Source: an optimization exercise on an open RTL-to-GDS flow (aim: small area). Production flows keep margins and buffers that such runs may drop.
Only simulation tests tie the RTL to the original design; equivalence was not proved.
Power and IR drop assume default switching activity.

Design regfile_reader, start of the top module:
module regfile_reader #(
   parameter int XLEN      = regfile_reader_pkg::XLEN,
   parameter int REG_COUNT = regfile_reader_pkg::REG_COUNT,
   parameter int AW        = regfile_reader_pkg::AW
) (
   input  logic            clk,
   input  logic            rstn,
   input  logic            enabled,
   output logic            completed,
   input  logic [AW-1:0]   rs1,
   input  logic [AW-1:0]   rs2,
   output logic [XLEN-1:0] rs1_data,
   output logic [XLEN-1:0] rs2_data,
   input  logic            lock_enable,
   input  logic [AW-1:0]   lock_dest,
   input  logic            reg_w_enable,
   input  logic [AW-1:0]   reg_w_dest,
   input  logic [XLEN-1:0] reg_w_data,
   output logic            stalled
);
   logic [XLEN-1:0]      regs  [1:REG_COUNT-1];
   logic [XLEN-1:0]      nregs [1:REG_COUNT-1];
   logic [REG_COUNT-1:1] valid, nvalid, busy;
   logic [REG_COUNT-1:1] wr_dec, nwr_dec, lock_dec, rs1_dec, rs2_dec;
   logic [REG_COUNT-1:1] sel1, sel2;
   logic                 hazard, load;
   logic [XLEN-1:0]      op1, op2;
   always_comb begin
      for (int i = 1; i < REG_COUNT; i++) begin
         wr_dec[i]   = reg_w_enable && (reg_w_dest == AW'(i));
         lock_dec[i] = lock_enable && (lock_dest == AW'(i));
         rs1_dec[i]  = (rs1 == AW'(i));
         rs2_dec[i]  = (rs2 == AW'(i));
      end
   end
   assign nwr_dec = ~wr_dec;
   always_ff @(posedge clk or negedge rstn) begin
      if (!rstn) busy <= '0;
      else       busy <= lock_dec | (busy & nwr_dec);
   end
   regfile_reader_scoreboard #(.REG_COUNT(REG_COUNT)) u_sb (
      .busy    (busy),
      .wr_dec  (wr_dec),
      .rs1_dec (rs1_dec),
      .rs2_dec (rs2_dec),
      .hazard  (hazard)
   );
   assign stalled = enabled && hazard;
   assign load    = enabled && !hazard;
   for (genvar i = 1; i < REG_COUNT; i++) begin : g_row
      for (genvar b = 0; b < XLEN; b++) begin : g_bit
         regfile_reader_wbit u_w (
            .we (wr_dec[i]), .nwe (nwr_dec[i]), .wd (reg_w_data[b]),
            .q (regs[i][b]), .d (nregs[i][b]));
      end
   end
   assign nvalid = valid | wr_dec;
   always_ff @(posedge clk) begin
      for (int i = 1; i < REG_COUNT; i++) regs[i] <= nregs[i];
   end
   always_ff @(posedge clk or negedge rstn) begin
      if (!rstn) valid <= '0;
      else       valid <= nvalid;
   end
   assign sel1 = rs1_dec & nvalid;
   assign sel2 = rs2_dec & nvalid;
  ...
For scale: about 1100 flip-flops, ~120 I/O pins, about 43000 sq um of cells after synthesis.
==> flow/config.mk <==
export PLATFORM = sky130hd
export DESIGN_NAME = regfile_reader
export DESIGN_NICKNAME = regfile_reader
export VERILOG_FILES = /design/flow/design.v
export SDC_FILE = /design/flow/constraint.sdc
export NUM_CORES = 4
export LEC_CHECK = 0
export CAP_MARGIN = 15
export CORE_MARGIN = 2
export CORE_UTILIZATION = 40
export PLACE_DENSITY = 0.72
export SLEW_MARGIN = 15
export SYNTH_HIERARCHICAL = 1
==> flow/constraint.sdc <==
create_clock -name core_clock -period 6.0 [get_ports {clk}]
set_input_delay 1.2000 -clock core_clock [delete_from_list [all_inputs] [get_ports {clk}]]
set_output_delay 1.2000 -clock core_clock [all_outputs]
set_load 0.01 [all_outputs]
standard.sh (not shown) runs the stock make flow with config.mk's settings and CLKGATE_MAP_FILE= SYNTH_SCRIPT=/design/flow/synth_recipe.tcl, a recipe that flattens the netlist after the stock synthesis.
==> flow/flow/run.sh <==
#!/bin/bash
# Standard ORFS layout (the standard.sh) with two changes:
#  - ports are buffered with the smallest buffer (buf_1);
#  - CTS uses clkbuf_8 with larger sink clusters and inserts no dummy loads.
set -e
export BUFFER_PORTS_ARGS="-buffer_cell sky130_fd_sc_hd__buf_1"
export CTS_ARGS="-sink_clustering_enable -repair_clock_nets -dont_use_dummy_load -buf_list sky130_fd_sc_hd__clkbuf_8 -sink_clustering_size 16 -sink_clustering_max_diameter 100"
bash standard.sh > standard.log 2>&1
Next try:
--- a/flow/flow/run.sh
+++ b/flow/flow/run.sh
@@ -7 +7 @@
-export CTS_ARGS="-sink_clustering_enable -repair_clock_nets -dont_use_dummy_load -buf_list sky130_fd_sc_hd__clkbuf_8 -sink_clustering_size 16 -sink_clustering_max_diameter 100"
+export CTS_ARGS="-sink_clustering_enable -repair_clock_nets -dont_use_dummy_load -buf_list sky130_fd_sc_hd__clkbuf_8 -sink_clustering_size 14 -sink_clustering_max_diameter 120"
--- a/flow/config.mk
+++ b/flow/config.mk
@@ -11 +10,0 @@
-export PLACE_DENSITY = 0.72
After rerunning:
- The changed run finished with timing, DRC and antenna clean
- routed wire length is higher by 1.7%
- final cell count is higher by about 0.3%
- cell area rises by about 0.46%
- combinational power went down by about 1%
- sequential power is about the same
- global-route usage grows by 0.84 points
- sequential cell count stays the same
Next try:
--- a/flow/flow/run.sh
+++ b/flow/flow/run.sh
@@ -7 +7 @@
-export CTS_ARGS="-sink_clustering_enable -repair_clock_nets -dont_use_dummy_load -buf_list sky130_fd_sc_hd__clkbuf_8 -sink_clustering_size 14 -sink_clustering_max_diameter 120"
+export CTS_ARGS="-sink_clustering_enable -repair_clock_nets -dont_use_dummy_load -buf_list sky130_fd_sc_hd__clkbuf_8 -sink_clustering_size 13 -sink_clustering_max_diameter 120"
--- a/flow/config.mk
+++ b/flow/config.mk
@@ -10,0 +11 @@
+export PLACE_DENSITY = 0.72
After rerunning: Non-clock buffer count drops by 7; cell count is about the same; clock-buffer cell count grows by 7; via count rises by about 2%; maximum frequency goes down by about 2.2%; synthesized area does not change; routed wire length falls by 1.6%; clock skew shrinks by 21 ps; cell area stays flat.
Next try:
--- a/flow/config.mk
+++ b/flow/config.mk
@@ -11 +10,0 @@
-export PLACE_DENSITY = 0.72
After rerunning: Combinational power went down by about 1%. Power barely changes. Non-clock buffer count went up by 7. Cell area hardly moves. Worst hold slack is better by 21 ps. Via count went down by 1.6%. Routed wire length went up by 1.7%. Worst setup slack is better by 110 ps. Die area is unchanged. Clock power is about the same. Synthesized area does not change.

[static timing again, ports no longer ideal]
The results above use ideal ports. As a check the final layouts listed here were re-extracted and re-timed, cells and wires unchanged. Step 1, drivers: a clkbuf_16 drives clk and a buf_2 each remaining input, both assumed. Step 2 also shifts input and output timing later by t, the mid clock arrival at the registers, as if the neighbouring blocks saw the same clock. a / b / c = no drivers / after step 1 / after step 2; a / b = the first two.
| run | shift t [ns] | slack for setup (ns) | worst slew at a driven data input, ns |
|---|---|---|---|
| the first run | 0.789 | 0.850 / 0.803 / 0.762 | 0.16 |
| the second run | 0.850 | 0.965 / 0.941 / 0.927 | 0.14 |
| the third run | 0.830 | 0.850 / 0.799 / 0.785 | 0.16 |
| the fourth run | 0.841 | 0.965 / 0.941 / 0.888 | 0.13 |
After both steps every run listed still meets setup and hold. For the first run, which loses most, drivers alone change the setup slack by -0.047 ns; drivers and shift together by -0.088 ns.
